What follows belongs to an exercise in optimizing a design on an open flow for small area; a production flow would make more cautious choices. Function was checked by simulation only, so behaviour that the tests miss may differ from the original. Power figures rest on the tool's default switching activity, not on a simulated workload.

== build 9 ==
// consensus_acceptor
module consensus_acceptor #(
    parameter int ID_BITS     = 48,
    parameter int VALUE_BITS  = 64,
    parameter int UID_BITS    = 16,
    parameter int QUEUE_DEPTH = 4
) (
    input  logic                               clk,
    input  logic                               rst_n,
    input  logic                               req_valid,
    output logic                               req_ready,
    input  logic [2:0]                         req_func,
    input  logic [UID_BITS-1:0]                req_from_uid,
    input  logic [ID_BITS-1:0]                 req_proposal_id,
    input  logic [ID_BITS-1:0]                 req_accepted_in,
    input  logic [VALUE_BITS-1:0]              req_value,
    output logic                               rsp_valid,
    input  logic                               rsp_ready,
    output logic [2:0]                         rsp_msg_kind,
    output logic [UID_BITS-1:0]                rsp_dest_uid,
    output logic [ID_BITS-1:0]                 rsp_msg_proposal_id,
    output logic [ID_BITS-1:0]                 rsp_msg_other_id,
    output logic [VALUE_BITS-1:0]              rsp_msg_value,
    output logic                               rsp_persist_needed,
    output logic                               rsp_prepare_expired,
    output logic                               rsp_last,
    input  logic                               cfg_we,
    input  cac_pkg::cfg_idx_t                  cfg_index,
    input  logic [cac_pkg::CFG_DATA_BITS-1:0]  cfg_data
);
Size: roughly 2900 cells after synthesis, ~940 flip-flops, ~400 I/O pins, about 0.040 mm^2 of cells after synthesis.
Settings: LEC_CHECK=0, CAP_MARGIN=20, CORE_MARGIN=2, CORE_UTILIZATION=40, SLEW_MARGIN=20; clock period 10.0 ns.
standard.sh (not shown) runs the stock make flow with config.mk's settings and CLKGATE_MAP_FILE= SYNTH_SCRIPT=/design/flow/synth_recipe.tcl, a recipe that flattens the netlist after the stock synthesis.
==> flow/flow/run.sh <==
#!/bin/bash
# The standard layout (standard.sh) with two changes: the port buffers are
# the smallest buffer cell, and the clock tree uses clkbuf_8 buffers in
# smaller clusters, without dummy loads. Each ORFS step logs to orfs/logs;
# make's own output goes to standard.log here.
set -euo pipefail
export BUFFER_PORTS_ARGS="-buffer_cell sky130_fd_sc_hd__buf_1"
export CTS_ARGS="-sink_clustering_enable -repair_clock_nets -buf_list sky130_fd_sc_hd__clkbuf_8 -sink_clustering_size 16 -sink_clustering_max_diameter 50 -dont_use_dummy_load"
bash standard.sh > standard.log 2>&1
### build 9 -> build 81
Settings: swapping 40 for 60 in CORE_UTILIZATION.
==> flow/flow/run.sh <==
#!/bin/bash
# The standard layout (standard.sh) with two changes: the port buffers are
# the smallest buffer cell, and the clock tree uses clkbuf_4 leaf buffers on
# small clusters and clkbuf_8 above them, without dummy loads. Each ORFS step
# logs to orfs/logs; make's own output goes to standard.log here.
set -euo pipefail
export BUFFER_PORTS_ARGS="-buffer_cell sky130_fd_sc_hd__buf_1"
export CTS_ARGS="-sink_clustering_enable -repair_clock_nets -buf_list sky130_fd_sc_hd__clkbuf_8 -root_buf sky130_fd_sc_hd__clkbuf_8 -sink_clustering_buffer sky130_fd_sc_hd__clkbuf_4 -sink_clustering_size 10 -sink_clustering_max_diameter 40 -dont_use_dummy_load"
bash standard.sh > standard.log 2>&1
==> run summary <==
The largest driver fanout on the critical path in build 9 is 1.7 times that in build 81.
Against build 9, die area in build 81 came out better.
The lower ratio of final minimum period to clock period came out of build 81.
Re I/O pin total: no difference whatsoever between build 81 and build 9.
Higher clock network fraction of total power goes to build 9 over build 81.
Going from build 9 to build 81, global-route track usage on met3 went up, number of standard cells in the final layout excluding fillers shrank by about 8%, routed wire length has decreased.
Input changes introduced in build 71 (baseline for comparison: build 81):
Settings: CORE_UTILIZATION: 60 -> 75.
[summary]
- Number of nets with antenna violations after detailed routing came out exactly the same in build 81 and build 71.
- Overall global routing resource usage in build 71 vs build 81: up 7.3 points
- The post-CTS clock slew at the launch and capture registers of the worst setup and hold paths on build 71 is in line with that on build 81.
- Comparing build 81 against build 71, there is no change at all in final max-slew violation count.
- Going from build 81 to build 71, count of buffer and inverter cells on the critical path went up 1; final worst-path cycle share went up 1.9 points; overall power after layout went down 0.000045 W; global routing usage on met3 went up 3.9 points.
#### Input delta (build 16 over build 71)
Settings: CORE_UTILIZATION now 60, was 75.
==> flow/flow/run.sh <==
#!/bin/bash
# The standard layout (standard.sh) with two changes: the port buffers are
# the smallest buffer cell, and the clock tree uses clkbuf_8 buffers in
# smaller clusters, without dummy loads. Each ORFS step logs to orfs/logs;
# make's own output goes to standard.log here.
set -euo pipefail
export BUFFER_PORTS_ARGS="-buffer_cell sky130_fd_sc_hd__buf_1"
export CTS_ARGS="-sink_clustering_enable -repair_clock_nets -buf_list sky130_fd_sc_hd__clkbuf_8 -sink_clustering_size 16 -sink_clustering_max_diameter 50 -dont_use_dummy_load"
bash standard.sh > standard.log 2>&1
==> comparison <==
Build 16 — register share of the cell area 0.71 points lower, build 71 as reference
Changes observed in build 16 relative to build 71: global-route track usage on met1 lost 8.4 points; number of well-tap cells placed rose 26%; first-pass GRT wire length down 1.2%.
For build 16, the launch point of the critical path was u_back.kind_reg[2]$_SDFFCE_PP0P_, unlike build 71, where it was u_queue.rd_oh_reg[2]$_DFFE_PN0P_.
Build 16: all stages complete, timing, DRC and antenna checks passed
Initial core utilization, build 71 and build 16, higher one = build 71.
Power (lower): build 71
Post-route worst setup slack: build 16 vs build 71 up 0.32 ns
[compare] base=build 71 new=build 16: area after detailed placement grew by 170 um^2; count of clock-buffer cells in the layout decreased by 24 relative to the old numbers.
### build 16 -> build 10
Settings: CAP_MARGIN: 20 -> 0; SLEW_MARGIN: 20 -> 0.
==> flow/flow/run.sh <==
#!/bin/bash
# The standard layout (standard.sh) with two changes: the port buffers are
# the smallest buffer cell, and the clock tree uses clkbuf_4 leaf buffers on
# small clusters and clkbuf_8 above them, without dummy loads. Each ORFS step
# logs to orfs/logs; make's own output goes to standard.log here.
set -euo pipefail
export BUFFER_PORTS_ARGS="-buffer_cell sky130_fd_sc_hd__buf_1"
export CTS_ARGS="-sink_clustering_enable -repair_clock_nets -buf_list sky130_fd_sc_hd__clkbuf_8 -root_buf sky130_fd_sc_hd__clkbuf_8 -sink_clustering_buffer sky130_fd_sc_hd__clkbuf_4 -sink_clustering_size 10 -sink_clustering_max_diameter 40 -dont_use_dummy_load"
bash standard.sh > standard.log 2>&1
--- outcome ---
~same wire length in build 10 and build 16
Build 10 ended with less clock power share than build 16.
Both conditions hold for build 10: the flow ran to the end and the final layout passed the timing, DRC and antenna checks.
Going from build 16 to build 10, data arrival time of the critical path has increased; sequential share of layout area has increased; setup slack of the critical path after layout has decreased; total via count in the routed design has increased.
Diff build 16 -> build 10: internal portion of total power fell by 2.4%, global-route usage rose by 0.24 points.

[what the ideal ports hide]
The results above use ideal ports. As a check the final layouts listed here were re-extracted and re-timed, cells and wires unchanged.
Step 1: set_driving_cell puts a clkbuf_16 on clk and a buf_2 on each other input, an assumption about the parent block.
Step 2, shift: input delay + t, output delay - t, t = (earliest + latest rising clock arrival at the registers) / 2. This alone moves slack from input paths to output paths.
Slacks: ideal / step 1 / step 2; pairs: ideal / step 1.
run | shift t [ns] | setup slack, ns | hold slack, ns | latest minus earliest clock arrival (ns)
build 9 | 0.797 | 3.653 / 3.589 / 3.845 | 0.492 / 0.492 / 0.492 | 0.118 / 0.118
build 81 | 0.817 | 4.052 / 3.984 / 4.370 | 0.498 / 0.498 / 0.498 | 0.077 / 0.076
build 71 | 0.758 | 3.857 / 3.857 / 3.857 | 0.488 / 0.488 / 0.488 | 0.099 / 0.099
build 16 | 0.760 | 4.176 / 4.110 / 4.341 | 0.492 / 0.492 / 0.492 | 0.102 / 0.102
build 10 | 0.807 | 4.076 / 4.009 / 4.304 | 0.493 / 0.493 / 0.493 | 0.070 / 0.070
After both steps setup and hold are still met in every run listed.
